What follows belongs to an exercise in optimizing a design on an open flow for small area, a short achievable clock period and few clock cycles; a production flow would make more cautious choices.
The RTL was checked by simulation tests, not by an equivalence proof against the original design.
Power and IR drop assume default switching activity.

`flow/constraint.sdc`:
```
create_clock -name core_clock -period 6.5 [get_ports {i_clk}]
set_input_delay 1.3000 -clock core_clock [delete_from_list [all_inputs] [get_ports {i_clk}]]
set_output_delay 1.3000 -clock core_clock [all_outputs]
set_load 0.01 [all_outputs]
```
`flow/config.mk`:
```
export PLATFORM = sky130hd
export DESIGN_NAME = sprite_frame_animator
export DESIGN_NICKNAME = sprite_frame_animator
export VERILOG_FILES = /design/flow/design.v
export SDC_FILE = /design/flow/constraint.sdc
export NUM_CORES = 4
export LEC_CHECK = 0
export CAP_MARGIN = 20
export CORE_MARGIN = 2
export CORE_UTILIZATION = 40
export CTS_BUF_LIST = sky130_fd_sc_hd__clkbuf_4
export SETUP_SLACK_MARGIN = 3.5
export SLEW_MARGIN = 20
```
`flow/flow/run.sh`:
```
#!/bin/bash
# Layout: the standard ORFS flow, with the I/O port buffers inserted as buf_1 cells
# (the resizer upsizes those on critical paths). The full tool output goes to flow.log.
set -euo pipefail
export BUFFER_PORTS_ARGS="-buffer_cell sky130_fd_sc_hd__buf_1"
bash standard.sh > flow.log 2>&1
```
`flow/standard.sh`:
```
#!/bin/bash
# synth_recipe.tcl (not shown) runs the flow's synth.tcl, then flattens the netlist and writes it again
# the make line also repeats each setting of config.mk as NAME=value (left out here)
make -C /OpenROAD-flow-scripts/flow DESIGN_CONFIG=/design/flow/config.mk WORK_HOME=/design/flow/orfs CLKGATE_MAP_FILE= SYNTH_SCRIPT=/design/flow/synth_recipe.tcl "${@:-finish}"
```
`flow/design.v`:
```
    localparam logic [1:0] ACT_BEGIN  = 2'd0;
    localparam logic [1:0] ACT_UPDATE = 2'd1;
    localparam logic [1:0] ACT_PIXEL  = 2'd2;
    localparam logic [1:0] KIND_CLEAR = 2'd0;
    localparam logic [1:0] KIND_FETCH = 2'd1;
    localparam logic [1:0] KIND_FILL  = 2'd2;
    localparam logic [2:0] REG_POS_X       = 3'd0;
    localparam logic [2:0] REG_POS_Y       = 3'd1;
    localparam logic [2:0] REG_PIXEL_SCALE = 3'd2;
    localparam logic [2:0] REG_SPRITE_W    = 3'd3;
    localparam logic [2:0] REG_SPRITE_H    = 3'd4;
    localparam logic [2:0] REG_FRAME_TOTAL = 3'd5;
    localparam logic [2:0] REG_INTERVAL    = 3'd6;
    localparam logic [2:0] REG_COLOR_KEY   = 3'd7;
`default_nettype none
module sprite_frame_animator (
    input  wire logic        i_clk,
    input  wire logic        i_rst_n,
    input  wire logic        i_in_valid,
    output logic             o_in_stall,
    input  wire logic [49:0] i_in_data,
    output logic             o_out_valid,
    input  wire logic        i_out_stall,
    output logic [90:0]      o_out_data,
    input  wire logic        i_cfg_valid,
    output logic             o_cfg_ready,
    input  wire logic [2:0]  i_cfg_index,
    input  wire logic [15:0] i_cfg_data
);
    localparam logic [1:0] ACT_BEGIN  = 2'd0;
    localparam logic [1:0] ACT_UPDATE = 2'd1;
    localparam logic [1:0] ACT_PIXEL  = 2'd2;
    localparam logic [1:0] KIND_CLEAR = 2'd0;
    localparam logic [1:0] KIND_FETCH = 2'd1;
    localparam logic [1:0] KIND_FILL  = 2'd2;
    localparam logic [2:0] REG_POS_X       = 3'd0;
    localparam logic [2:0] REG_POS_Y       = 3'd1;
    localparam logic [2:0] REG_PIXEL_SCALE = 3'd2;
    localparam logic [2:0] REG_SPRITE_W    = 3'd3;
    localparam logic [2:0] REG_SPRITE_H    = 3'd4;
    localparam logic [2:0] REG_FRAME_TOTAL = 3'd5;
    localparam logic [2:0] REG_INTERVAL    = 3'd6;
    localparam logic [2:0] REG_COLOR_KEY   = 3'd7;
    localparam logic [2:0] S_IDLE  = 3'd0;
    localparam logic [2:0] S_FETCH = 3'd1;
    localparam logic [2:0] S_CLR   = 3'd2;
    localparam logic [2:0] S_STEP  = 3'd3;
    localparam logic [2:0] S_PROD  = 3'd4;
    localparam logic [2:0] S_XY    = 3'd5;
    localparam logic [2:0] S_WAIT  = 3'd6;
    localparam logic [2:0] S_PINIT = 3'd7;
    logic [10:0] r_pos_x, r_pos_y;
    logic [3:0]  r_scale;
    logic [6:0]  r_w, r_h;          
    logic [7:0]  r_f;               
    logic [15:0] r_interval;
    logic [15:0] r_key;
    logic [9:0]  r_cw, r_ch;        
    logic [12:0] r_wh;              
    logic [19:0] r_base;            
    logic [31:0] r_last;
    logic [16:0] r_lim;             
    logic [7:0]  r_cur;
    logic [5:0]  r_col, r_row;
    logic        r_drawing;
    logic [2:0]  r_st;
    logic        r_busy;
    logic        r_upd;             
    logic [7:0]  r_n;               
    logic        r_valid;
    logic [1:0]  r_kind;
    logic        r_isclr;           
    logic [11:0] r_x, r_y;
    logic [15:0] r_color;
    logic [1:0]  in_act;
    logic [31:0] in_now;
    logic [15:0] in_color;
    assign in_act   = i_in_data[49:48];
    assign in_now   = i_in_data[47:16];
    assign in_color = i_in_data[15:0];
    logic out_free, take;
    assign out_free    = !r_valid || !i_out_stall;
    assign o_in_stall  = r_busy || !out_free;
    assign o_cfg_ready = !r_busy;
    assign take        = i_in_valid && !o_in_stall;
    logic cfg_we;
    assign cfg_we = i_cfg_valid && !r_busy;
    function automatic logic ge16(input logic [15:0] a, input logic [15:0] b);
        logic [15:0] g, e;
        g = a & ~b;
        e = ~(g | (~a & b));
        for (int lvl = 0; lvl < 4; lvl++) begin
            for (int i = 0; i < 16; i += (2 << lvl)) begin
                g[i] = g[i + (1 << lvl)] | (e[i + (1 << lvl)] & g[i]);
                e[i] = e[i + (1 << lvl)] & e[i];
            end
        end
        ge16 = g[0] | e[0];
    endfunction
    logic [15:0] last_hi_inc;
    logic        lo_ge, hi_eq0, hi_eq1, lim_ge, due;
    assign last_hi_inc[0] = !r_last[16];
    for (genvar i = 1; i < 16; i++) begin : g_hi_inc
        assign last_hi_inc[i] = r_last[16 + i] ^ (&r_last[15 + i:16]);
    end
    assign lo_ge       = ge16(in_now[15:0], r_last[15:0]);
    assign hi_eq0      = in_now[31:16] == r_last[31:16];
    assign hi_eq1      = in_now[31:16] == last_hi_inc;
    assign lim_ge      = ge16(in_now[15:0], r_lim[15:0]);
    assign due = !((hi_eq0 && lo_ge && (r_lim[16] || !lim_ge)) ||
                   (hi_eq1 && r_lim[16] && !lim_ge));
    logic keyed;
    assign keyed = in_color == r_key;
    logic [6:0] col_inc, row_inc;
    logic       col_end, row_end, first_col, first_row;
    assign col_inc   = {1'b0, r_col} + 7'd1;
    assign row_inc   = {1'b0, r_row} + 7'd1;
    assign col_end   = col_inc >= r_w;
    assign row_end   = row_inc >= r_h;
    assign first_col = r_col == 6'd0;
    assign first_row = r_row == 6'd0;
    logic [11:0] x_add, y_add;
    assign x_add = r_x + {8'd0, r_scale};
    assign y_add = r_y + {8'd0, r_scale};
    logic [5:0] t;
    logic       prod, px_step, py_step, x_step, y_step;
    assign t       = ~r_n[5:0];
    assign prod    = r_st == S_PROD;
    assign px_step = {1'b0, t} < r_w;
    assign py_step = {1'b0, t} < r_h;
    assign x_step  = prod ? px_step : (t < r_col);
    assign y_step  = prod ? py_step : ((t < r_row) || (!first_col && t == r_row));
    logic [7:0]  cur_inc;
    logic        cur_lt, cur_eq;
    assign cur_inc = r_cur + 8'd1;
    assign cur_lt  = cur_inc < r_f;
    assign cur_eq  = cur_inc == r_f;
    logic [19:0] base_sum;
    assign base_sum = r_base + (prod ? {13'd0, r_w} : {7'd0, r_wh});
    logic cfg_rc;
    assign cfg_rc = cfg_we && (i_cfg_index <= REG_SPRITE_H);
    logic upd_go, upd_fast, upd_wrap;
    assign upd_go   = take && in_act == ACT_UPDATE && due;
    assign upd_fast = upd_go && cur_lt;
    assign upd_wrap = upd_go && cur_eq;
    logic step_wrap;
    assign step_wrap = r_upd && cur_eq;
    always_ff @(posedge i_clk) begin
        if (!i_rst_n) begin
            r_pos_x    <= 11'd0;
            r_pos_y    <= 11'd0;
            r_scale    <= 4'd1;
            r_w        <= 7'd20;
            r_h        <= 7'd20;
            r_f        <= 8'd1;
            r_interval <= 16'd100;
            r_key      <= 16'd0;
        end else if (cfg_we) begin
            case (i_cfg_index)
                REG_POS_X:       r_pos_x <= i_cfg_data[10:0];
                REG_POS_Y:       r_pos_y <= i_cfg_data[10:0];
                REG_PIXEL_SCALE: r_scale <= i_cfg_data[3:0];
                REG_SPRITE_W:
                    r_w <= (i_cfg_data[6:0] == 7'd0) ? 7'd1 :
                           (i_cfg_data[6:0] > 7'd64) ? 7'd64 : i_cfg_data[6:0];
                REG_SPRITE_H:
                    r_h <= (i_cfg_data[6:0] == 7'd0) ? 7'd1 :
                           (i_cfg_data[6:0] > 7'd64) ? 7'd64 : i_cfg_data[6:0];
                REG_FRAME_TOTAL:
                    r_f <= (i_cfg_data[7:0] == 8'd0) ? 8'd1 : i_cfg_data[7:0];
                REG_INTERVAL:    r_interval <= i_cfg_data;
                default:         r_key <= i_cfg_data;
            endcase
        end
    end
    always_ff @(posedge i_clk) begin
        if (prod && x_step) r_cw <= x_add[9:0];
        if (prod && y_step) begin
            r_ch <= y_add[9:0];
            r_wh <= base_sum[12:0];
        end
    end
    always_ff @(posedge i_clk) begin
        if (!i_rst_n) begin
            r_st      <= S_PINIT;
            r_busy    <= 1'b1;
            r_upd     <= 1'b0;
            r_n       <= 8'd63;
            r_last    <= 32'd0;
            r_cur     <= 8'd0;
            r_col     <= 6'd0;
            r_row     <= 6'd0;
            r_drawing <= 1'b0;
            r_valid   <= 1'b0;
        end else begin
            if (r_valid && !i_out_stall) begin
                r_valid <= 1'b0;
            end
            case (r_st)
                S_IDLE: begin
                    if (cfg_rc) begin
                        r_st   <= S_PINIT;
                        r_busy <= 1'b1;
                        r_n    <= 8'd63;
                    end
                    if (cfg_we && i_cfg_index == REG_INTERVAL) begin
                        r_st   <= S_WAIT;
                        r_busy <= 1'b1;
                    end
                    if (take) begin
                        case (in_act)
                            ACT_BEGIN: begin
                                r_last    <= in_now;
                                r_cur     <= 8'd0;
                                r_col     <= 6'd0;
                                r_row     <= 6'd0;
                                r_drawing <= 1'b1;
                                r_valid   <= 1'b1;
                                r_st      <= S_WAIT;
                                r_busy    <= 1'b1;
                            end
                            ACT_UPDATE: begin
                                if (due) begin
                                    r_last    <= in_now;
                                    r_col     <= 6'd0;
                                    r_row     <= 6'd0;
                                    r_drawing <= 1'b1;
                                    r_busy    <= 1'b1;
                                    if (cur_lt) begin
                                        r_cur   <= cur_inc;
                                        r_valid <= 1'b1;
                                        r_st    <= S_FETCH;
                                    end else if (cur_eq) begin
                                        r_cur   <= 8'd0;
                                        r_valid <= 1'b1;
                                        r_st    <= S_FETCH;
                                    end else begin
                                        r_cur   <= 8'd0;
                                        r_n     <= cur_inc;
                                        r_upd   <= 1'b1;
                                        r_st    <= S_STEP;
                                    end
                                end
                            end
                            ACT_PIXEL: begin
                                if (r_drawing) begin
                                    r_valid <= !keyed;
                                    if (col_end) begin
                                        r_col <= 6'd0;
                                        if (row_end) begin
                                            r_row     <= 6'd0;
                                            r_drawing <= 1'b0;
                                        end else begin
                                            r_row <= row_inc[5:0];
                                        end
                                    end else begin
                                        r_col <= col_inc[5:0];
                                    end
                                end
                            end
                            default: ;
                        endcase
                    end
                end
                S_WAIT: begin
                    r_st   <= S_IDLE;
                    r_busy <= 1'b0;
                end
                S_FETCH: begin
                    if (out_free) begin
                        r_valid <= 1'b1;
                        r_st    <= S_IDLE;
                        r_busy  <= 1'b0;
                    end
                end
                S_CLR: begin
                    if (out_free) begin
                        r_valid <= 1'b1;
                        r_upd   <= 1'b0;
                        r_st    <= S_FETCH;
                    end
                end
                S_PINIT: begin
                    r_st <= S_PROD;
                end
                S_PROD: begin
                    r_n <= r_n - 8'd1;
                    if (r_n == 8'd0) begin
                        r_st  <= S_STEP;
                        r_n   <= r_cur;
                        r_cur <= 8'd0;
                    end
                end
                S_STEP: begin
                    if (r_n == 8'd0) begin
                        r_st <= r_upd ? S_CLR : S_XY;
                        r_n  <= 8'd62;
                    end else begin
                        r_n   <= r_n - 8'd1;
                        r_cur <= step_wrap ? 8'd0 : cur_inc;
                    end
                end
                S_XY: begin
                    r_n <= r_n - 8'd1;
                    if ((!x_step && !y_step) || r_n == 8'd0) begin
                        r_st   <= S_IDLE;
                        r_busy <= 1'b0;
                    end
                end
                default: begin
                    r_st   <= S_IDLE;
                    r_busy <= 1'b0;
                end
            endcase
        end
    end
    always_ff @(posedge i_clk) begin
        r_lim <= {1'b0, r_last[15:0]} + {1'b0, r_interval};
    end
    always_ff @(posedge i_clk) begin
        if (r_st == S_STEP) begin
            if (r_n != 8'd0) begin
                r_base <= step_wrap ? 20'd0 : base_sum;
            end
        end else if (r_st == S_PINIT || (prod && r_n == 8'd0)) begin
            r_base <= 20'd0;
        end else if (prod) begin
            if (y_step) r_base <= base_sum;
        end else if (r_st == S_IDLE && take) begin
            if (in_act == ACT_BEGIN || upd_wrap || (upd_go && !cur_lt)) begin
                r_base <= 20'd0;
            end else if (upd_fast) begin
                r_base <= base_sum;
            end
        end
    end
    always_ff @(posedge i_clk) begin
        if (take) begin
            r_kind  <= {in_act[1], !in_act[1] && !in_act[0]};
            r_isclr <= !in_act[1] && in_act[0];
            r_color <= in_act[1] ? in_color : 16'd0;
        end else if (r_st == S_FETCH) begin
            if (out_free) begin
                r_kind  <= KIND_FETCH;
                r_isclr <= 1'b0;
                r_color <= 16'd0;
            end
        end else if (r_st == S_CLR) begin
            r_kind  <= KIND_CLEAR;
            r_isclr <= 1'b1;
            r_color <= 16'd0;
        end
    end
    always_ff @(posedge i_clk) begin
        case (r_st)
            S_IDLE: begin
                if (take && in_act == ACT_PIXEL && r_drawing) begin
                    r_x <= first_col ? {1'b0, r_pos_x} : x_add;
                    if (first_col) begin
                        r_y <= first_row ? {1'b0, r_pos_y} : y_add;
                    end
                end
            end
            S_STEP: begin
                r_x <= {1'b0, r_pos_x};
                r_y <= {1'b0, r_pos_y};
            end
            S_PINIT: begin
                r_x <= 12'd0;
                r_y <= 12'd0;
            end
            S_PROD, S_XY: begin
                if (x_step) r_x <= x_add;
                if (y_step) r_y <= y_add;
            end
            default: ;
        endcase
    end
    logic [9:0] out_w, out_h;
    assign out_w = ({10{r_isclr}} & r_cw) | ({10{r_kind[1]}} & {6'd0, r_scale});
    assign out_h = ({10{r_isclr}} & r_ch) | ({10{r_kind[1]}} & {6'd0, r_scale});
    logic [11:0] out_x, out_y;
    assign out_x = ({12{r_kind[1]}} & r_x) | ({12{r_isclr}} & {1'b0, r_pos_x});
    assign out_y = ({12{r_kind[1]}} & r_y) | ({12{r_isclr}} & {1'b0, r_pos_y});
    assign o_out_valid = r_valid;
    assign o_out_data  = {r_kind, out_x, out_y, out_w, out_h, r_color, r_cur, r_base,
                          !r_isclr};
endmodule
`default_nettype wire
```
==> run summary, run 1 <==
Floorplanning
The die covers 40500 um^2. The I/O pin total is 168. The number of rows in the core area is 72.

The initial utilization of the core area, before any placement, comes to 0.404. The chip height is 201 um. The placeable core area is 38600 um^2.

The x dimension of the die is 201 um.

Clock network
The clock-pin slew reported for the worst setup and hold paths after clock tree synthesis is 60 ps. The clock tree from TritonCTS is done. For this design, the CTS-stage hold fixing added 0 buffers. The clock sink total is 260. In this run the clock root is driven by a sky130_fd_sc_hd__clkbuf_4. The number of buffers created by CTS is 76. At the later pin of the worst-skew pair, clock insertion delay measures 770 ps. The maximum root-to-sink buffer count is 3.

The clock tree synthesis step divided the H-tree into 3 levels.

Synth
After synthesis, the most frequently instantiated cells are 267 x sky130_fd_sc_hd__nand2_1, 164 x sky130_fd_sc_hd__dfxtp_1, 122 x sky130_fd_sc_hd__ha_1. The count of flip-flops with a built-in enable after synthesis is 96. The compound-gate portion of the synthesized area is 0.178. The proportion of synthesized flip-flops having asynchronous set or reset is 0. The xor and xnor area share after synthesis is 0.0550.

Ranked by total cell area, the synthesized netlist is headed by sky130_fd_sc_hd__dfxtp_1 21%, sky130_fd_sc_hd__edfxtp_1 19%, sky130_fd_sc_hd__ha_1 9.8%, sky130_fd_sc_hd__nand2_1 6.4%, sky130_fd_sc_hd__mux2i_1 4.2%. The number of distinct library cells after synthesis is 82. The number of nets in the synthesized netlist is 1933. The sequential cell area fraction in the yosys report is 0.396. The dominant cell by count in the synthesized netlist is sky130_fd_sc_hd__nand2_1. The synthesized design spends more area on one cell type than any other, namely sky130_fd_sc_hd__dfxtp_1.

In the synthesized netlist the dominant register cell turns out to be sky130_fd_sc_hd__dfxtp_1. The share of the synthesized area in the top cell type is 0.211. The post-synthesis instance area is 15600 um^2. Synthesis inferred 260 register bits. The combinational family with the most area after synthesis is compound AO/OA/AOI/OAI gates. The multiplexer fraction of the synthesized cell area is 0.0432. Of the total synthesized cell area, the portion taken by AND, OR, NAND and NOR gates is 0.178.

The mean instance size in the synthesized netlist is 8.98 um^2. Of the total synthesized cell area, the portion taken by full adders, half adders and majority gates is 0.103. For this run, the number of Yosys warnings is 1. In the synthesized netlist, the number of instances is 1733.

Critical path
The capturing element type of the critical path is a flip-flop. The slowest library cell on the worst path is sky130_fd_sc_hd__or4_4. The critical path in this run is classified as in -> reg.

Counting cells, the worst reg-to-reg path comes to 16. Along the worst path, the maximum fanout reaches 5. The data arrival time of the critical path is 4020 ps. For the worst setup path, the data required time is 7170 ps. The startpoint kind of the worst setup timing path is an input port. The most frequent cell on the critical path is sky130_fd_sc_hd__buf_4. The signal on the critical path passes through buf_2 > xnor2_4 > nor3b_1 > o311a_1 > o2111ai_2 > nor4b_4 > buf_4 > buf_4 > buf_6 > or4_4 > a21oi_4 > buf_6 > buf_4 > buf_12 > mux2i_1. The delay of the slowest cell on the worst path is 450 ps.

Min path
Counting instances, the worst hold path has a depth of 2. The worst hold-check path type is reg -> reg.

Detailed routing
The number of detailed-routing iterations run before antenna repair is 7. The count of nets left with antenna violations once routing finished came out at 0. The count of routing violations after the opening detailed-route iteration is 1118. In the final routed layout, each cell accounts on average for 18.9 um. The overall via count from detail_route is 14.2k. The DRC violation count after routing is 0. The routed design has 48.8 mm of wire. After detailed routing, the number of vias per cell comes to 5.51.

Timing
For the final database, setup skew stands at 53.9 ps. Setup violations remaining at the end of the flow were counted as 0. For the pin with the worst max-slew slack, the measured transition is 1000 ps. The summed negative setup slack over all endpoints is 0 ps. The final-report max-slew violation count is 0. Setup repair after global routing could not meet its margin everywhere. Headroom to the max-slew limit came out at 0.324.

The total count of hold-check failures in the final report is 0. The final clock period utilization by the worst path is 0.516. The worst path in the final design needs a cycle of 3350 ps, including I/O delays and setup. The fmax is 0.298 GHz.

Finish
The share of final-layout standard cells stronger than drive strength 1 is 0.206. At the end of the flow, the number of nets in the layout was 2199. The area growth from synthesis to final layout is 26.6%.

GRT
The number of global-route vias before repair is 13.6k. The first-pass GRT wire length is 74.4 mm. The number of antenna violations at the first check in global routing is 2. Global routing finished with a remaining overflow of 0. The total global-route track usage is 0.232. The pin count of the biggest net entering global routing is 75.

Placed design
At the end of routability-driven placement, the weighted congestion stood at 0.896. Detailed placement finished with a half-perimeter wire length of 31.8 mm. The count of input and output buffers is 167.

Run
The total of max-cap violations is 0.

Status
The run finished with no timing, DRC or antenna violations.

Pwr
Summed over all cells, the static leakage comes to 7.94 nW. In this run the power density over the cells is 363 nW/um^2. Summing internal, switching and leakage power gives 0.00715 W. The worst ir drop on vdd is 205 uV.
worst paths after layout:
| path | slack, ps | to | startpoint |
|---|---|---|---|
| worst max-delay path | 3150 | r_last[24] | i_in_data[45] |
| worst min-delay path | 460 | r_interval[4] | r_interval[4] |
| worst max register to register | 3240 | r_base[8] | r_last[17] |
| worst min register to register | 460 | r_interval[4] | r_interval[4] |
per-layer routing:
layer | track usage | up-vias | wire [um]
li1 | - | 6804 | -
met1 | 0.311 | 6763 | 22000
met2 | 0.370 | 537 | 21800
met3 | 0.0499 | 106 | 3600
met4 | 0.0798 | 2 | 1340
met5 | 0 | - | 13
worst max-delay path, delay by kind of cell:
kind / cells / cell delay (ps)
AOI/OAI and AO/OA: 3 / 830
and+or+nand+nor: 3 / 580
xor gates and xnor gates: 1 / 160
buffers and inverters: 7 / 980
muxes: 1 / 180
sequential cells by signal, indices dropped and copies added, names as in the netlist, 11 cells and up:
| signal | flops |
|---|---|
| r_lim | 17 |
| r_color | 16 |
| r_base | 20 |
| r_pos_y | 11 |
| r_pos_x | 11 |
| r_key | 16 |
| r_interval | 16 |
| r_x | 12 |
| r_wh | 13 |
| r_last | 32 |
| r_y | 12 |
cell families (layout without fill, tap and decap cells):
family,after synthesis,in the layout
AOI/OAI and AO/OA,400,404
xor gates and xnor gates,96,96
adders and majority gates,126,126
buffers and inverters,187,510
DFF,260,260
muxes,67,67
other,0,2
and+or+nand+nor,597,597
power breakdown:
group / internal [W] / switching, W / total (W) / leakage (nW)
combinational: 0.00133 / 0.00178 / 0.00312 / 5.08
clock: 0.000880 / 0.000766 / 0.00165 / 0.596
sequential: 0.00218 / 0.000213 / 0.00239 / 2.26
cell type report:
type                       instances  area, um^2
multi-input combinational       1290        9510
clock inverter                    33         216
timing repair buffer             256        1890
sequential                       260        6200
tap                              518         648
antenna                            2        5.00
clock buffer                     106         796
fill                            3679       18800
inverter                         115         442
metrics by stage:
stage	setup WS, ps	area [um^2]	hold slack, ps	std cells	util
after detailed placement	2040	16900	453	2360	0.438
after global routing	3070	19700	485	2579	0.511
after global placement	2100	16900	443	2360	0.438
final	3150	19700	462	2580	0.511
after CTS	3280	19000	467	2553	0.494
after floorplan	3000	15800	435	1733	-
timing repair:
action / 4_1_cts / 5_1_grt
gates cloned: 13 / 5
resized for setup: 141 / 159
pin swaps: 37 / 66
endpoints found under the setup margin: 185 / 191
setup buffers: 41 / 20
cell usage in the layout (no fill, tap or decap), types with 14 or more instances in the layout:
| cell | n |
|---|---|
| sky130_fd_sc_hd__a21o_1 | 26 |
| sky130_fd_sc_hd__a21oi_1 | 94 |
| sky130_fd_sc_hd__a22o_1 | 56 |
| sky130_fd_sc_hd__and3_1 | 22 |
| sky130_fd_sc_hd__buf_1 | 112 |
| sky130_fd_sc_hd__buf_2 | 32 |
| sky130_fd_sc_hd__buf_4 | 55 |
| sky130_fd_sc_hd__buf_6 | 28 |
| sky130_fd_sc_hd__clkbuf_4 | 107 |
| sky130_fd_sc_hd__clkinv_1 | 21 |
| sky130_fd_sc_hd__dfxtp_1 | 149 |
| sky130_fd_sc_hd__edfxtp_1 | 96 |
| sky130_fd_sc_hd__ha_1 | 109 |
| sky130_fd_sc_hd__inv_1 | 111 |
| sky130_fd_sc_hd__mux2i_1 | 64 |
| sky130_fd_sc_hd__nand2_1 | 258 |
| sky130_fd_sc_hd__nand3_1 | 44 |
| sky130_fd_sc_hd__nand4_1 | 16 |
| sky130_fd_sc_hd__nor2_1 | 93 |
| sky130_fd_sc_hd__nor2b_1 | 14 |
| sky130_fd_sc_hd__nor3_1 | 31 |
| sky130_fd_sc_hd__o21ai_0 | 61 |
| sky130_fd_sc_hd__or3_1 | 16 |
| sky130_fd_sc_hd__xnor2_1 | 55 |
| sky130_fd_sc_hd__xor2_1 | 34 |
Testbench counts, summed over its fixed seeds: cycles 44,285.
==> run 2: changes to the inputs <==
--- a/flow/config.mk
+++ b/flow/config.mk
@@ -5,9 +5,10 @@
 export SDC_FILE = /design/flow/constraint.sdc
 export NUM_CORES = 4
 export LEC_CHECK = 0
+export ABC_AREA = 1
 export CAP_MARGIN = 20
 export CORE_MARGIN = 2
-export CORE_UTILIZATION = 40
+export CORE_UTILIZATION = 75
 export CTS_BUF_LIST = sky130_fd_sc_hd__clkbuf_4
 export SETUP_SLACK_MARGIN = 3.5
 export SLEW_MARGIN = 20
==> run summary, run 2 <==
Status
The run stopped with a tool error. The failing step is global routing (5_1_grt). The tool reported: "[ERROR GRT-0232] Routing congestion too high. Check the congestion heatmap in the GUI".

Floorplanning
The I/O pin total is 168 (unchanged). The x dimension of the die was 149 um (-26%). The effective utilization at floorplan is 0.769 (+0.366). The chip height came to 149 um (-26%). The number of rows in the core area is 52 (-28%).

Timing
After the last repair the worst path ends at an output port. After global-route timing repair, the worst endpoint was o_out_data[83].

Synth
The count of flip-flops with a built-in enable after synthesis was 96 (unchanged). Yosys instantiated no cell more often than sky130_fd_sc_hd__nand2_1. For this run, the leading register cell type out of synthesis is sky130_fd_sc_hd__dfxtp_1. The commonest cells after synthesis are 354 x sky130_fd_sc_hd__nand2_1, 344 x sky130_fd_sc_hd__inv_1, 241 x sky130_fd_sc_hd__nor2_1.

The number of distinct library cells after synthesis is 55 (-33%). The gate count after technology mapping is 2075 (+20%). The proportion of synthesized flip-flops having asynchronous set or reset is 0 (unchanged). Sorting the synthesized cells by area gives the leading types as sky130_fd_sc_hd__dfxtp_1 21%, sky130_fd_sc_hd__edfxtp_1 18%, sky130_fd_sc_hd__ha_1 9.7%, sky130_fd_sc_hd__nand2_1 8.5%, sky130_fd_sc_hd__inv_1 8.2%. The post-synthesis instance area is 15700 um^2 (+0.96%). The flip-flop and latch count after synthesis is 260 (unchanged). The cell taking the most area after synthesis is sky130_fd_sc_hd__dfxtp_1.

The sequential cell area fraction in the yosys report came to 0.392 (-0.00375). The number of warnings issued by yosys is 1 (unchanged). The share of the synthesized area in the top cell type is 0.209 (-0.00200). The mean instance size in the synthesized netlist is 7.57 um^2 (-16%). The number of nets in the synthesized netlist is 2275 (+18%).

GRT
The pin count of the biggest net entering global routing is 77. The total global-route track usage is 0.952. Summed over all layers, the global routing overflow is 1026.

Clock network
The maximum root-to-sink buffer count is 3 (unchanged). The number of buffers created by CTS is 68 (-11%). The clock root buffer is sky130_fd_sc_hd__clkbuf_4. The clock sink total came to 260 (unchanged). The number of buffers added to fix hold violations after cts was 0 (unchanged). The number of levels the H-tree was split into was 3 (unchanged).

Placed design
The count of input and output buffers is 167 (unchanged). The placer's final routability congestion estimate came to 0.988 (+10%). The HPWL after detailed placement is 32.9 mm (+3.4%).

The post-placement cell count is 2469 (+4.6%).
## run 2: layer usage
layer  overflow  track usage
met5          2        0.491
met4        287         1.06
met1         11        0.883
met3         11        0.789
met2        715         1.15
## run 2: metrics by stage
step                      area, um^2  hold WS, ps  worst slack [ps]
after global placement         16600          452              2550
after floorplan                15800          435              3140
after CTS                      18100          476              3340
after detailed placement       16600          465              2460
## run 2: logic make-up after synthesis
family / count (synthesis) / share of synthesized area
adder cells (fa/ha/maj): 126 / 0.102
flip-flops: 260 / 0.392
AO/OA/AOI/OAI: 454 / 0.160
AND/OR/NAND/NOR: 754 / 0.201
XOR/XNOR: 79 / 0.0440
buffers and inverters: 402 / 0.100
## run 2: worst max-delay path by stage
stage                       start  cells after the start             end
CTS                       r_isclr                      4  o_out_data[80]
detailed placement  i_in_data[23]                     17      r_base[10]
global placement    i_in_data[23]                     17      r_base[13]
floorplan           i_in_data[23]                     16       r_base[0]
## run 2: what timing repair did
action	in CTS
cloned	12
setup buffers	21
pin swaps	17
endpoints found under the setup margin	149
resized for setup	100
## run 2: power groups by stage
stage	sequential, W	combinational [W]	clock [W]
floorplan	0.00247	0.00199	0
global placement	0.00246	0.00269	0
detailed placement	0.00248	0.00284	0
CTS	0.00245	0.00331	0.00150
==> run 3: changes to the inputs <==
--- a/flow/design.v
+++ b/flow/design.v
@@ -78,9 +78,11 @@
     assign in_act   = i_in_data[49:48];
     assign in_now   = i_in_data[47:16];
     assign in_color = i_in_data[15:0];
+    logic r_seen;                   
+    logic r_due;                    
     logic out_free, take;
     assign out_free    = !r_valid || !i_out_stall;
-    assign o_in_stall  = r_busy || !out_free;
+    assign o_in_stall  = r_busy || !out_free || (in_act[0] && !r_seen);
     assign o_cfg_ready = !r_busy;
     assign take        = i_in_valid && !o_in_stall;
     logic cfg_we;
@@ -140,13 +142,21 @@
     logic cfg_rc;
     assign cfg_rc = cfg_we && (i_cfg_index <= REG_SPRITE_H);
     logic upd_go, upd_fast, upd_wrap;
-    assign upd_go   = take && in_act == ACT_UPDATE && due;
+    assign upd_go   = take && in_act == ACT_UPDATE && r_due;
     assign upd_fast = upd_go && cur_lt;
     assign upd_wrap = upd_go && cur_eq;
     logic step_wrap;
     assign step_wrap = r_upd && cur_eq;
     always_ff @(posedge i_clk) begin
         if (!i_rst_n) begin
+            r_seen <= 1'b0;
+        end else begin
+            r_seen <= i_in_valid && in_act[0] && !r_busy && !take;
+        end
+        r_due <= due;
+    end
+    always_ff @(posedge i_clk) begin
+        if (!i_rst_n) begin
             r_pos_x    <= 11'd0;
             r_pos_y    <= 11'd0;
             r_scale    <= 4'd1;
@@ -220,7 +230,7 @@
                                 r_busy    <= 1'b1;
                             end
                             ACT_UPDATE: begin
-                                if (due) begin
+                                if (r_due) begin
                                     r_last    <= in_now;
                                     r_col     <= 6'd0;
                                     r_row     <= 6'd0;
@@ -359,8 +369,24 @@
                     if (first_col) begin
                         r_y <= first_row ? {1'b0, r_pos_y} : y_add;
                     end
+                end else if (take && in_act == ACT_BEGIN) begin
+                    r_x <= 12'd0;
+                    r_y <= 12'd0;
+                end else if (upd_go) begin
+                    r_x <= {1'b0, r_pos_x};
+                    r_y <= {1'b0, r_pos_y};
                 end
             end
+            S_FETCH: begin
+                if (out_free) begin
+                    r_x <= 12'd0;
+                    r_y <= 12'd0;
+                end
+            end
+            S_CLR: begin
+                r_x <= {1'b0, r_pos_x};
+                r_y <= {1'b0, r_pos_y};
+            end
             S_STEP: begin
                 r_x <= {1'b0, r_pos_x};
                 r_y <= {1'b0, r_pos_y};
@@ -379,11 +405,8 @@
     logic [9:0] out_w, out_h;
     assign out_w = ({10{r_isclr}} & r_cw) | ({10{r_kind[1]}} & {6'd0, r_scale});
     assign out_h = ({10{r_isclr}} & r_ch) | ({10{r_kind[1]}} & {6'd0, r_scale});
-    logic [11:0] out_x, out_y;
-    assign out_x = ({12{r_kind[1]}} & r_x) | ({12{r_isclr}} & {1'b0, r_pos_x});
-    assign out_y = ({12{r_kind[1]}} & r_y) | ({12{r_isclr}} & {1'b0, r_pos_y});
     assign o_out_valid = r_valid;
-    assign o_out_data  = {r_kind, out_x, out_y, out_w, out_h, r_color, r_cur, r_base,
+    assign o_out_data  = {r_kind, r_x, r_y, out_w, out_h, r_color, r_cur, r_base,
                           !r_isclr};
 endmodule
 `default_nettype wire
--- a/flow/config.mk
+++ b/flow/config.mk
@@ -8,7 +8,7 @@
 export ABC_AREA = 1
 export CAP_MARGIN = 20
 export CORE_MARGIN = 2
-export CORE_UTILIZATION = 75
+export CORE_UTILIZATION = 55
 export CTS_BUF_LIST = sky130_fd_sc_hd__clkbuf_4
-export SETUP_SLACK_MARGIN = 3.5
+export SETUP_SLACK_MARGIN = 3.4
 export SLEW_MARGIN = 20
==> run summary, run 3 <==
Pwr
The switching part of the total is 0.409. The share of total power dissipated in sequential elements is 0.366. The areal power density over the cells is 372 nW/um^2.

The cell leakage power is 8.01 nW. The proportion of power drawn by the clock network is 0.234. In this run the power spent charging and discharging nets is 0.00269 W.

The part of the total power dissipated in combinational logic is 0.401. The worst ir drop on vdd is 306 uV. Internal power comes to 0.00389 W.

Critical path
The highest net fanout along the worst path is 5. The data arrival time of the critical path is 1780 ps. STA classifies the critical path endpoint as an output pin. For the worst setup path, the data required time is 5200 ps. The type of the worst setup path is in -> out. The worst setup path is launched from an input port.

Placed design
The count of input and output buffers is 167 (unchanged). The HPWL after detailed placement is 31.3 mm (-4.9%). The total placed instance area was 16600 um^2 (-0.20%). The post-placement worst setup slack came to 2750 ps (+280 ps). The placer's final routability congestion estimate is 0.947 (-4.2%).

Finish
The register with the most flip-flops in the layout has 32 of them. The final standard cell utilization of the core is 0.635. In the final layout, the registers with the most flip-flops are r_last (32), r_base (20), r_lim (17).

The most common cell after layout, fill and taps aside is sky130_fd_sc_hd__nand2_1. Leaving out fill and tap cells, the most frequent cells in the layout are 366 x sky130_fd_sc_hd__nand2_1, 289 x sky130_fd_sc_hd__inv_1, 233 x sky130_fd_sc_hd__nor2_1, 194 x sky130_fd_sc_hd__a21oi_1, 172 x sky130_fd_sc_hd__o21ai_0. The register containing the most flip-flops in the final layout is r_last. In the final design database the tool counted 2453 nets. The area of all placed cells without fillers is 17700 um^2. The share of final-layout standard cells stronger than drive strength 1 is 0.0871. The area growth from synthesis to final layout is 13.2%.

Synth
Of all cell types, the one taking the most synthesized area is sky130_fd_sc_hd__dfxtp_1. The number of warnings issued by yosys is 1 (unchanged). Ranked by total cell area, the synthesized netlist is headed by sky130_fd_sc_hd__dfxtp_1 21%, sky130_fd_sc_hd__edfxtp_1 18%, sky130_fd_sc_hd__ha_1 9.8%, sky130_fd_sc_hd__nand2_1 8.8%, sky130_fd_sc_hd__inv_1 6.9%. The sequential cell area fraction in the yosys report is 0.397 (+0.00508).

The mean instance size in the synthesized netlist is 7.64 um^2 (+0.82%). The flip-flop and latch count after synthesis was 262 (+0.77%). The number of distinct library cells after synthesis is 51 (-7.3%). The proportion of synthesized flip-flops having asynchronous set or reset is 0 (unchanged). The gate count after technology mapping was 2045 (-1.4%). By instance count, the leading cell after synthesis is sky130_fd_sc_hd__nand2_1. By count the netlist is led by 367 x sky130_fd_sc_hd__nand2_1, 289 x sky130_fd_sc_hd__inv_1, 235 x sky130_fd_sc_hd__nor2_1.

The share of the synthesized area in the top cell type came to 0.213 (+0.00390). The post-synthesis instance area is 15600 um^2 (-0.64%). Among all flip-flop cells after synthesis, the most frequent one is sky130_fd_sc_hd__dfxtp_1. The count of flip-flops with a built-in enable after synthesis was 96 (unchanged). The number of nets in the synthesized netlist is 2245 (-1.3%).

Detailed routing
After detailed routing, the total wire length is 41.9 mm. After detailed routing, the number of remaining DRC violations is 0. Dividing the detail-routed via count by the number of cells gives 5.31. The number of detailed-routing iterations run before antenna repair is 6. The routed wirelength normalized by instance count is 15.6 um. The number of nets with antenna violations after routing is 0. The routed layout has 14.3k vias.

In this run, the number of DRC markers left after iteration 0 of detailed routing was 945.

Timing
The summed negative setup slack over all endpoints is 0 ps. Measured against its own limit, the worst slew margin works out to 0.254. The final-report max-slew violation count is 0.

The transition time of the tightest slew-check pin is 1110 ps. Setup violations remaining at the end of the flow were counted as 0. The final critical delay including setup and external delays is 3080 ps.

The worst hold-check slack is 468 ps. The final clock period utilization by the worst path is 0.474. Once routing completed, OpenROAD measured the worst setup slack at 3420 ps. The post-route clock skew is 32.9 ps. The total count of hold-check failures in the final report is 0.

Setup repair after global routing left no endpoint under its margin. The fmax is 0.324 GHz.

Floorplanning
The effective utilization at floorplan is 0.561 (-0.209). The number of rows in the core area is 61 (+17%). The full die area is 29800 um^2. In this run the standard cell core region covers 27900 um^2. The x dimension of the die is 173 um (+16%). The I/O pin total was 168 (unchanged). The chip height is 173 um (+16%).

Min path
The worst hold path belongs to the class reg -> reg.

Status
The run finished with no timing, DRC or antenna violations.

Clock network
The later-pin clock latency in the skew report is 670 ps. TritonCTS built the clock tree. The root buffer cell chosen for the clock tree is sky130_fd_sc_hd__clkbuf_4. The clock sink total is 262 (+0.77%). After clock tree synthesis, the clock-pin slew on the worst setup and hold paths is 50 ps. The number of buffers created by CTS is 75 (+10%).

The maximum root-to-sink buffer count is 3 (unchanged). The number of levels the H-tree was split into is 3 (unchanged). The number of buffers added to fix hold violations after cts was 0 (unchanged).

Run
Max-cap violations in this run came to 0.

GRT
The number of global-route vias before repair is 13.5k. For this run, the total global-route usage over all layers was measured as 0.278. The first-pass GRT wire length is 67.2 mm. The number of antenna violations at the first check in global routing is 1. Entering global routing, the biggest net connects 116 pins. After global routing the overflow that remains totals 0.
-- run 3: cell count changes after synthesis, sizes merged, moves of 10 or more --
cell and change:
nand2 +15, a21oi +14, nand3 +17, xor2 -10
xnor2 +10, inv -44, o22ai -35
-- run 3: cell type report --
class                   count  area [um^2]
well taps                 378          473
inverters                 306         1160
multi-input cells        1432         8140
flip-flops and latches    262         6210
repair buffers            176          734
clock buffers             114          856
diodes                      5         12.5
clock inverters            18          100
fillers                  2603        10200
-- run 3: power by group through the flow --
| stage | sequential (W) | combinational (W) | clock, W |
|---|---|---|---|
| detailed placement | 0.00244 | 0.00253 | 0 |
| CTS | 0.00240 | 0.00257 | 0.00158 |
| global route | 0.00244 | 0.00297 | 0.00168 |
| finish | 0.00241 | 0.00264 | 0.00154 |
| floorplan | 0.00247 | 0.00176 | 0 |
| global placement | 0.00244 | 0.00249 | 0 |
-- run 3: logic make-up after synthesis --
logic type | synth area share
compound gates | 0.154
xor+xnor | 0.0443
fa+ha+maj | 0.103
buf+inv | 0.0864
flops | 0.397
simple gates | 0.215
-- run 3: worst paths after layout --
kind	startpoint	end	slack, ps	cells after the start
worst max-delay path	i_in_data[48]	o_in_stall	3420	4
worst min-delay path	r_n[4]	r_n[4]	470	2
worst max register to register	r_cur[0]	r_base[2]	3590	15
worst min register to register	r_n[4]	r_n[4]	470	2
-- run 3: critical path, stage by stage --
cell and delay (ps):
sky130_fd_sc_hd__buf_4 120, sky130_fd_sc_hd__inv_4 60, sky130_fd_sc_hd__o211ai_4 170, sky130_fd_sc_hd__buf_6 130
-- run 3: per-stage QoR --
step / total power (W) / cells
after floorplan: 0.00423 / 2045
after global placement: 0.00493 / 2548
after detailed placement: 0.00497 / 2548
after CTS: 0.00655 / 2684
after global routing: 0.00709 / 2691
final: 0.00658 / 2691
-- run 3: timing repair --
action / CTS / global route
pin swaps: 2 / 1
buffers inserted: 4 / 1
gates resized for setup: 5 / 23
endpoints found under the setup margin: 37 / 51
-- run 3: routing by layer --
metal  GRT usage  wire [um]
met1       0.368      19100
met2       0.454      19000
met3      0.0566       2940
met4      0.0937        974
met5           0          0
Testbench counts of run 3, summed over its fixed seeds: cycles 44,912.
==> run 4: changes to the inputs <==
--- a/flow/design.v
+++ b/flow/design.v
@@ -47,7 +47,6 @@
     localparam logic [2:0] S_STEP  = 3'd3;
     localparam logic [2:0] S_PROD  = 3'd4;
     localparam logic [2:0] S_XY    = 3'd5;
-    localparam logic [2:0] S_WAIT  = 3'd6;
     localparam logic [2:0] S_PINIT = 3'd7;
     logic [10:0] r_pos_x, r_pos_y;
     logic [3:0]  r_scale;
@@ -59,7 +58,6 @@
     logic [12:0] r_wh;              
     logic [19:0] r_base;            
     logic [31:0] r_last;
-    logic [16:0] r_lim;             
     logic [7:0]  r_cur;
     logic [5:0]  r_col, r_row;
     logic        r_drawing;
@@ -108,9 +106,11 @@
     assign lo_ge       = ge16(in_now[15:0], r_last[15:0]);
     assign hi_eq0      = in_now[31:16] == r_last[31:16];
     assign hi_eq1      = in_now[31:16] == last_hi_inc;
-    assign lim_ge      = ge16(in_now[15:0], r_lim[15:0]);
-    assign due = !((hi_eq0 && lo_ge && (r_lim[16] || !lim_ge)) ||
-                   (hi_eq1 && r_lim[16] && !lim_ge));
+    logic [16:0] lo_limit;
+    assign lo_limit    = {1'b0, r_last[15:0]} + {1'b0, r_interval};
+    assign lim_ge      = ge16(in_now[15:0], lo_limit[15:0]);
+    assign due = !((hi_eq0 && lo_ge && (lo_limit[16] || !lim_ge)) ||
+                   (hi_eq1 && lo_limit[16] && !lim_ge));
     logic keyed;
     assign keyed = in_color == r_key;
     logic [6:0] col_inc, row_inc;
@@ -213,10 +213,6 @@
                         r_busy <= 1'b1;
                         r_n    <= 8'd63;
                     end
-                    if (cfg_we && i_cfg_index == REG_INTERVAL) begin
-                        r_st   <= S_WAIT;
-                        r_busy <= 1'b1;
-                    end
                     if (take) begin
                         case (in_act)
                             ACT_BEGIN: begin
@@ -226,8 +222,6 @@
                                 r_row     <= 6'd0;
                                 r_drawing <= 1'b1;
                                 r_valid   <= 1'b1;
-                                r_st      <= S_WAIT;
-                                r_busy    <= 1'b1;
                             end
                             ACT_UPDATE: begin
                                 if (r_due) begin
@@ -272,10 +266,6 @@
                         endcase
                     end
                 end
-                S_WAIT: begin
-                    r_st   <= S_IDLE;
-                    r_busy <= 1'b0;
-                end
                 S_FETCH: begin
                     if (out_free) begin
                         r_valid <= 1'b1;
@@ -325,9 +315,6 @@
         end
     end
     always_ff @(posedge i_clk) begin
-        r_lim <= {1'b0, r_last[15:0]} + {1'b0, r_interval};
-    end
-    always_ff @(posedge i_clk) begin
         if (r_st == S_STEP) begin
             if (r_n != 8'd0) begin
                 r_base <= step_wrap ? 20'd0 : base_sum;
==> run summary, run 4 <==
Status
The flow ran to the end and the layout has no timing, DRC or antenna violations.

Clock network
The clock-pin slew reported for the worst setup and hold paths after clock tree synthesis is 60 ps (about the same). The number of levels the H-tree was split into is 3 (unchanged). The clock root buffer is sky130_fd_sc_hd__clkbuf_4.

The number of buffers added to fix hold violations after cts was 0 (unchanged). The maximum root-to-sink buffer count is 3 (unchanged). The number of buffers created by CTS is 70 (-6.7%). The clock sink total is 245 (-6.5%).

The later-pin clock latency in the skew report is 690 ps (+20 ps). The clock tree from TritonCTS is done.

Detailed routing
The routed wirelength normalized by instance count is 16.2 um (+3.7%). The post-detailed-route via-to-cell ratio is 5.43 (+2.2%). The overall via count from detail_route is 13.8k (-3.5%). The DRC violation count after routing came to 0 (unchanged). The number of detailed-routing iterations run before antenna repair was 5 (-1). The number of nets with antenna violations after routing is 0 (unchanged). The count of routing violations after the opening detailed-route iteration came to 832 (-12%). The final wirelength was 41.1 mm (-2.1%).

Finish
The final-layout fill cell count is 2459 (-5.5%). The area of the multi-input gates is 8120 um^2 (-0.15%). The final net count is 2349 (-4.2%).

The number of cells in the finished layout apart from fillers came to 2541 (-5.6%). In the final layout, the registers with the most flip-flops are r_last (32), r_base (20). The area taken by flip-flops and latches is 5880 um^2 (-5.3%).

The area growth from synthesis to final layout is 14.8%. The library cell used most frequently in the layout, excluding fill and tap cells, is sky130_fd_sc_hd__inv_1. The number of flip-flops in the largest register is 32 (unchanged).

The share of final-layout standard cells stronger than drive strength 1 was 0.118 (+0.0312). Counting flops per register, the top entry is r_last. The top cell types in the final layout, fill and taps aside, are 292 x sky130_fd_sc_hd__inv_1, 287 x sky130_fd_sc_hd__nand2_1, 181 x sky130_fd_sc_hd__a21oi_1, 177 x sky130_fd_sc_hd__nor2_1, 171 x sky130_fd_sc_hd__o21ai_0.

Critical path
The combined buffer and inverter count along the critical path came to 3 (unchanged). The critical path required time was 5200 ps (about the same). The number of cells traversed by the worst register-to-register path is 16 (+1). The delay of the slowest cell on the worst path was 180 ps (about the same). The type of the worst setup path is in -> out. The source of the worst register-to-register timing path is r_last[3]. The category of cells accounting for the largest share of critical-path delay is buffers and inverters. The register-to-register path setup slack is 3480 ps (-110 ps). The capturing element type of the critical path is an output pin. The critical path goes through buf_6 > inv_2 > o211ai_4 > buf_6.

By instance count, the cell type seen most on the critical path is sky130_fd_sc_hd__buf_6. STA classifies the critical path startpoint as an input port. The worst flop-to-flop path endpoint is r_due. The slowest library cell on the worst path is sky130_fd_sc_hd__o211ai_4.

The data arrival time of the critical path is 1780 ps (about the same). The number of stages on the worst setup path is 4 (unchanged). The highest net fanout along the worst path came to 5 (unchanged).

Floorplanning
The effective utilization at floorplan was 0.561 (+0.000638). The placeable core area was 27000 um^2 (-3.0%). The number of rows in the core area is 60 (-1.6%).

The I/O pin total was 168 (unchanged). The full die area is 28900 um^2 (-2.8%). The chip height is 170 um (-1.4%). The x dimension of the die is 170 um (-1.4%).

Synth
The share of the synthesized area in the top cell type came to 0.197 (-0.0161). The sequential cell area fraction in the yosys report was 0.387 (-0.0107). The area share of and/or/nand/nor cells after synthesis is 0.193 (-0.0216). The count of flip-flops with a built-in enable after synthesis is 96 (unchanged). The multiplexer fraction of the synthesized cell area is 0 (unchanged). sky130_fd_sc_hd__inv_1 is the most common cell in the netlist. The xor and xnor area share after synthesis is 0.0442 (-0.0000902). The flip-flop and latch count after synthesis is 245 (-6.5%).

By area the synthesized netlist is led by sky130_fd_sc_hd__dfxtp_1 20%, sky130_fd_sc_hd__edfxtp_1 19%, sky130_fd_sc_hd__ha_1 10%, sky130_fd_sc_hd__inv_1 7.3%, sky130_fd_sc_hd__nand2_1 7.2%. The number of nets in the synthesized netlist is 2132 (-5.0%). The post-synthesis instance area is 15200 um^2 (-2.9%). The gate count after technology mapping is 1931 (-5.6%). The proportion of synthesized flip-flops having asynchronous set or reset is 0 (unchanged). The adder-cell share of the synthesized area is 0.107 (+0.00387). The primary flip-flop cell chosen by synthesis mapping is sky130_fd_sc_hd__dfxtp_1. The mean instance size in the synthesized netlist is 7.85 um^2 (+2.9%). The number of warnings issued by yosys was 1 (unchanged).

The cell taking the most area after synthesis is sky130_fd_sc_hd__dfxtp_1. In the synthesized netlist, the cells that appear most often are 293 x sky130_fd_sc_hd__inv_1, 289 x sky130_fd_sc_hd__nand2_1, 187 x sky130_fd_sc_hd__a21oi_1. The number of distinct library cells after synthesis is 61 (+20%). The combinational family with the most area after synthesis is simple AND/OR/NAND/NOR gates. The compound-gate portion of the synthesized area is 0.175 (+0.0212).

Min path
The worst hold-check path type is reg -> reg. The beginning of the worst hold path is r_busy. The number of cells on the worst hold path came to 2 (unchanged). The path with the worst hold slack has its endpoint at r_busy.

Timing
The setup violation total in the final timing report is 0 (unchanged). The post-route clock skew was 56.1 ps (+23.2 ps). The transition time of the tightest slew-check pin came to 972 ps (-142 ps).

Setup repair after global routing could not meet its margin everywhere. The final-report max-slew violation count was 0 (unchanged). The summed negative setup slack over all endpoints is 0 ps (unchanged). The fmax was 0.325 GHz (+0.15%). The total count of hold-check failures in the final report is 0 (unchanged). The worst relative slew slack is 0.350 (+0.0952). The final critical delay including setup and external delays is 3080 ps (-4.58 ps). The final clock period utilization by the worst path came to 0.474 (-0.000705).

Placed design
The post-placement cell count is 2397 (-5.9%). The HPWL after detailed placement is 30.5 mm (-2.5%). The placer's final routability congestion estimate is 0.890 (-6.0%). The count of input and output buffers is 167 (unchanged).

GRT
The first-pass GRT wire length was 65.0 mm (-3.3%). The number of global-route vias before repair came to 13.0k (-3.6%). The overall overflow remaining after global route is 0 (unchanged). The number of antenna violations at the first check in global routing is 2 (+1). The pin count of the biggest net entering global routing was 82 (-29%). The total global-route track usage came to 0.281 (+0.00291).

Pwr
The cell leakage power is 7.82 nW (-2.4%). The worst ir drop on vdd is 238 uV (-22%). The overall power consumption came to 0.00635 W (-3.6%). The areal power density over the cells is 365 nW/um^2 (-2.1%).

Run
The total of max-cap violations is 0 (unchanged).
## run 4: cell count changes in the layout (fill, tap and decap cells not counted), sizes merged, moves of 9 or more
cell    previous run  this run
inv              305       314
buf              175       189
clkbuf           115       105
o211ai            16        28
o22ai              4        14
nor2             246       199
nand4             30        41
nand3             95        84
dfxtp            166       149
xnor2             27        17
nand2            377       297
## run 4: metrics by stage
stage / hold WS (ps) / area [um^2] / setup slack [ps] / utilization
final: 466 / 17400 / 3420 / 0.645
after detailed placement: 458 / 16000 / 2840 / 0.594
after floorplan: 425 / 15200 / 3450 / -
after global routing: 491 / 17400 / 3250 / 0.645
after CTS: 465 / 17200 / 3330 / 0.635
after global placement: 450 / 16000 / 2800 / 0.594
## run 4: worst max path at each step
stage / slack, ps / startpoint / endpoint
6_report: 3420 / i_in_data[48] / o_in_stall
5_1_grt: 3250 / r_interval[3] / r_due
4_1_cts: 3330 / r_interval[0] / r_due
3_5_place_dp: 2840 / i_in_data[48] / r_base[16]
3_3_place_gp: 2800 / r_interval[0] / r_due
2_1_floorplan: 3450 / i_out_stall / r_base[0]
## run 4: kinds of logic (layout without fill, tap and decap cells)
| group | Yosys count | count (layout) |
|---|---|---|
| other | 0 | 2 |
| flip-flops | 245 | 245 |
| AO/OA/AOI/OAI | 467 | 467 |
| adder cells (fa/ha/maj) | 127 | 127 |
| buffers and inverters | 361 | 628 |
| AND/OR/NAND/NOR | 656 | 656 |
| XOR/XNOR | 75 | 75 |
## run 4: tightest hold or removal path, delay by kind of cell (launching register included)
family / cells / cell delay [ps]
flops: 1 / 320
simple gates: 2 / 100
## run 4: layout make-up
type,count,share of cell area
Multi-Input combinational cell,1325,0.466
Clock inverter,18,0.00804
Sequential cell,245,0.338
Clock buffer,104,0.0448
Inverter,316,0.0691
Timing Repair Buffer,190,0.0494
Tap cell,341,0.0245
Antenna cell,2,0.000287
## run 4: power by group
group | internal [W] | switching, W
registers | 0.00209 | 0.000191
logic | 0.000875 | 0.00171
clock network | 0.000814 | 0.000670
total | 0.00378 | 0.00257
## run 4: timing repair
action,CTS,global route
setup buffers,10,8
gates cloned,0,0
pin swaps,15,21
endpoints found under the setup margin,57,43
gates resized for setup,29,36
## run 4: layer usage
layer / up-vias / GRT usage / share of wire
met1: 6308 / 0.381 / 0.47
li1: 6973 / - / -
met4: 0 / 0.0996 / 0.025
met2: 428 / 0.449 / 0.45
met3: 76 / 0.0526 / 0.061
met5: - / 0 / 0
Testbench counts of run 4, summed over its fixed seeds: cycles 44,864.
==> run 5: changes to the inputs <==
--- a/flow/config.mk
+++ b/flow/config.mk
@@ -9,6 +9,8 @@
 export CAP_MARGIN = 20
 export CORE_MARGIN = 2
 export CORE_UTILIZATION = 55
-export CTS_BUF_LIST = sky130_fd_sc_hd__clkbuf_4
+export CTS_BUF_LIST = sky130_fd_sc_hd__clkbuf_8
+export CTS_CLUSTER_DIAMETER = 50
+export CTS_CLUSTER_SIZE = 30
 export SETUP_SLACK_MARGIN = 3.4
 export SLEW_MARGIN = 20
==> run summary, run 5 <==
Detailed routing
The number of nets with antenna violations after routing is 0 (unchanged). The routed wirelength normalized by instance count is 16.5 um (+2.0%). The post-detailed-route via-to-cell ratio is 5.45 (+0.46%). The number of detailed-routing iterations run before antenna repair was 6 (+1). The final wirelength was 40.8 mm (-0.76%). The count of routing violations after the opening detailed-route iteration came to 813 (-2.3%).

The overall via count from detail_route was 13.5k (-2.2%). The DRC violation count after routing is 0 (unchanged).

Timing
The final critical delay including setup and external delays was 3080 ps (+1.07 ps). The final clock period utilization by the worst path was 0.474 (about the same). Setup repair after global routing could not meet its margin everywhere. The fmax is 0.325 GHz (about the same). The total count of hold-check failures in the final report was 0 (unchanged). The post-route clock skew is 16.5 ps (-39.7 ps).

The final-report max-slew violation count is 0 (unchanged). The worst relative slew slack is 0.271 (-0.0782). The setup violation total in the final timing report is 0 (unchanged). The summed negative setup slack over all endpoints is 0 ps (unchanged). The transition time of the tightest slew-check pin is 1090 ps (+117 ps).

Synth
The post-synthesis instance area is 15200 um^2 (unchanged). The proportion of synthesized flip-flops having asynchronous set or reset is 0 (unchanged). The share of the synthesized area in the top cell type came to 0.197 (unchanged). The number of warnings issued by yosys is 1 (unchanged). The sequential cell area fraction in the yosys report is 0.387 (unchanged).

The number of nets in the synthesized netlist was 2132 (unchanged). The gate count after technology mapping was 1931 (unchanged). The multiplexer fraction of the synthesized cell area is 0 (unchanged).

By instance count, the leading cell after synthesis is sky130_fd_sc_hd__inv_1. The number of distinct library cells after synthesis was 61 (unchanged). The flip-flop and latch count after synthesis is 245 (unchanged). The adder-cell share of the synthesized area was 0.107 (unchanged). The area share of and/or/nand/nor cells after synthesis is 0.193 (unchanged). The commonest cells after synthesis are 293 x sky130_fd_sc_hd__inv_1, 289 x sky130_fd_sc_hd__nand2_1, 187 x sky130_fd_sc_hd__a21oi_1.

The count of flip-flops with a built-in enable after synthesis is 96 (unchanged). The cell taking the most area after synthesis is sky130_fd_sc_hd__dfxtp_1. After synthesis, the largest family of logic cells by area is simple AND/OR/NAND/NOR gates. Sorting the synthesized cells by area gives the leading types as sky130_fd_sc_hd__dfxtp_1 20%, sky130_fd_sc_hd__edfxtp_1 19%, sky130_fd_sc_hd__ha_1 10%, sky130_fd_sc_hd__inv_1 7.3%, sky130_fd_sc_hd__nand2_1 7.2%. The compound-gate portion of the synthesized area came to 0.175 (unchanged). The primary flip-flop cell chosen by synthesis mapping is sky130_fd_sc_hd__dfxtp_1. The xor and xnor area share after synthesis was 0.0442 (unchanged).

The mean instance size in the synthesized netlist came to 7.85 um^2 (unchanged).

Finish
The most common cell after layout, fill and taps aside is sky130_fd_sc_hd__inv_1. Leaving out fill and tap cells, the most frequent cells in the layout are 293 x sky130_fd_sc_hd__inv_1, 288 x sky130_fd_sc_hd__nand2_1, 181 x sky130_fd_sc_hd__a21oi_1, 177 x sky130_fd_sc_hd__nor2_1, 171 x sky130_fd_sc_hd__o21ai_0. Relative to the synthesized area, the layout overhead comes to 13.6%. The final net count was 2307 (-1.8%).

The number of cells in the finished layout apart from fillers is 2473 (-2.7%). The share of final-layout standard cells stronger than drive strength 1 is 0.0953 (-0.0230). r_last holds more flip-flops than any other register. The final-layout fill cell count is 2418 (-1.7%). The number of flip-flops in the largest register came to 32 (unchanged). In the final layout, the registers with the most flip-flops are r_last (32), r_base (20).

The final standard cell utilization of the core is 0.638 (-0.00699).

Clock network
The later-pin clock latency in the skew report is 620 ps (-70 ps). The clock sink total is 245 (unchanged). The clock root buffer is sky130_fd_sc_hd__clkbuf_8. The maximum root-to-sink buffer count is 3 (unchanged). The number of levels the H-tree was split into was 1 (-2). The number of buffers created by CTS is 31 (-56%).

The clock-pin slew reported for the worst setup and hold paths after clock tree synthesis is 80 ps (+20 ps). The number of buffers added to fix hold violations after cts is 0 (unchanged). The clock tree from TritonCTS is done.

Floorplanning
The number of rows in the core area is 60 (unchanged). The effective utilization at floorplan is 0.561 (unchanged). The x dimension of the die is 170 um (unchanged).

The chip height came to 170 um (unchanged). The full die area was 28900 um^2 (unchanged). The I/O pin total came to 168 (unchanged).

The placeable core area is 27000 um^2 (unchanged).

GRT
The total global-route track usage is 0.275 (-0.00564). The pin count of the biggest net entering global routing is 82 (unchanged). The first-pass GRT wire length is 64.3 mm (-1.2%). The number of antenna violations at the first check in global routing is 1 (-1). The number of global-route vias before repair is 12.6k (-2.7%).

The overall overflow remaining after global route was 0 (unchanged).

Placed design
The post-placement cell count is 2397 (unchanged). The count of input and output buffers is 167 (unchanged). The HPWL after detailed placement came to 30.5 mm (unchanged). The placer's final routability congestion estimate is 0.890 (unchanged).

Pwr
The worst ir drop on vdd is 265 uV (+12%). The cell leakage power came to 7.64 nW (-2.2%). The overall power consumption is 0.00620 W (-2.3%). The areal power density over the cells is 360 nW/um^2 (-1.2%).

Critical path
The number of stages on the worst setup path was 4 (unchanged). The startpoint kind of the worst setup timing path is an input port. The capturing element type of the critical path is an output pin. The data arrival time of the critical path came to 1780 ps (about the same). The critical path required time was 5200 ps (about the same). The critical path goes through buf_6 > inv_2 > o211ai_4 > buf_6. The highest net fanout along the worst path was 5 (unchanged). The setup path with the least slack is of type in -> out.

The slowest library cell on the worst path is sky130_fd_sc_hd__o211ai_4. The number of cells traversed by the worst register-to-register path was 17 (+1). Among cell families on the critical path, the largest total delay comes from buffers and inverters.

The delay of the slowest cell on the worst path is 180 ps (about the same). The most numerous cell type found on the critical path is sky130_fd_sc_hd__buf_6. The combined buffer and inverter count along the critical path came to 3 (unchanged).

Min path
The worst hold-check path type is reg -> reg. The number of cells on the worst hold path is 2 (unchanged).

Run
The total of max-cap violations is 0 (unchanged).

Status
The run finished with no timing, DRC or antenna violations.
## run 5: cell counts after synthesis
No cell type changed its count.
## run 5: cell type report
| class | instances | area (um^2) | area share |
|---|---|---|---|
| flip-flops and latches | 245 | 5880 | 0.341 |
| multi-input cells | 1326 | 8150 | 0.473 |
| repair buffers | 186 | 797 | 0.0463 |
| diodes | 1 | 2.50 | 0.000145 |
| clock inverters | 25 | 310 | 0.0180 |
| clock buffers | 33 | 454 | 0.0264 |
| well taps | 341 | 427 | 0.0248 |
| inverters | 316 | 1200 | 0.0699 |
## run 5: layer usage
layer  vias up  track usage  wire (um)
met5         -            0          0
met4         0       0.0777       1090
met3        71       0.0388       2170
met2       378        0.449      18200
met1      6171        0.383      19300
li1       6858            -          -
## run 5: metrics by stage
step	hold WS [ps]	area, um^2	setup WS (ps)
final	474	17200	3420
after global routing	493	17200	3250
after CTS	467	17000	3350
after detailed placement	458	16000	2840
after global placement	450	16000	2800
after floorplan	425	15200	3450
## run 5: where the power goes
group / internal, W / leakage [nW] / switching, W / total [W]
registers: 0.00209 / 2.14 / 0.000193 / 0.00228
clock network: 0.000676 / 0.390 / 0.000688 / 0.00136
logic: 0.000839 / 5.11 / 0.00172 / 0.00256
total: 0.00360 / 7.64 / 0.00260 / 0.00620
## run 5: what timing repair did
action / in CTS / in global routing
gates cloned: 0 / 1
pin swaps: 14 / 18
resized for setup: 31 / 38
endpoints found under the setup margin: 46 / 51
setup buffers: 9 / 6
endpoints found under the hold margin: 0 / 0
## run 5: worst register-to-register path, cell delays in order (launching register included)
cell and delay [ps]:
sky130_fd_sc_hd__dfxtp_4 380, sky130_fd_sc_hd__ha_4 140, sky130_fd_sc_hd__inv_2 30, sky130_fd_sc_hd__fa_2 350, sky130_fd_sc_hd__nor3_2 170, sky130_fd_sc_hd__nor2_2 100
sky130_fd_sc_hd__o21ai_2 220, sky130_fd_sc_hd__a31oi_4 140, sky130_fd_sc_hd__o21ai_2 190, sky130_fd_sc_hd__xnor2_2 90, sky130_fd_sc_hd__ha_1 300, sky130_fd_sc_hd__nand3_2 90
sky130_fd_sc_hd__nor3_4 160, sky130_fd_sc_hd__nor4b_4 280, sky130_fd_sc_hd__nor2_2 100, sky130_fd_sc_hd__o21ai_1 130, sky130_fd_sc_hd__nand2_1 60, sky130_fd_sc_hd__inv_1 60
## run 5: path summary, 6_finish.rpt
| check | start | to | slack [ps] |
|---|---|---|---|
| max | i_in_data[48] | o_in_stall | 3420 |
| min | r_busy | r_busy | 470 |
| max reg2reg | r_interval[0] | r_due | 3470 |
| min reg2reg | r_busy | r_busy | 470 |
## run 5: cell families (layout without fill, tap and decap cells)
| kind of cell | Yosys count | after routing |
|---|---|---|
| AOI/OAI and AO/OA | 467 | 467 |
| adders and majority gates | 127 | 127 |
| xor gates and xnor gates | 75 | 75 |
| DFF | 245 | 245 |
| other | 0 | 1 |
| buffers and inverters | 361 | 560 |
| and+or+nand+nor | 656 | 657 |

-- what the ideal ports hide --
The flow's constraints put no driver on any port. The routed layouts listed below were extracted and timed again, unchanged, in two steps. Step 1 assumes that a clkbuf_16 drives the clock port and a buf_2 every other input. Step 2 also shifts input and output timing later by t, the mid clock arrival at the registers, as if the neighbouring blocks saw the same clock. Slacks: ideal / step 1 / step 2; pairs: ideal / step 1.
| run | t (ns) | setup WS [ns] | latest minus earliest clock arrival (ns) | pins driven straight from the clock port |
|---|---|---|---|---|
| run 1 | 0.791 | 3.146 / 3.171 / 2.380 | 0.054 / 0.054 | 1 |
| run 3 | 0.699 | 3.417 / 3.391 / 2.889 | 0.036 / 0.036 | 1 |
| run 4 | 0.712 | 3.422 / 3.355 / 2.957 | 0.056 / 0.057 | 1 |
| run 5 | 0.654 | 3.420 / 3.351 / 2.962 | 0.016 / 0.016 | 1 |
After both steps setup and hold are still met in every run listed. The setup slack of run 1, which loses most, moves by +0.025 ns with the drivers and by -0.766 ns with both steps.
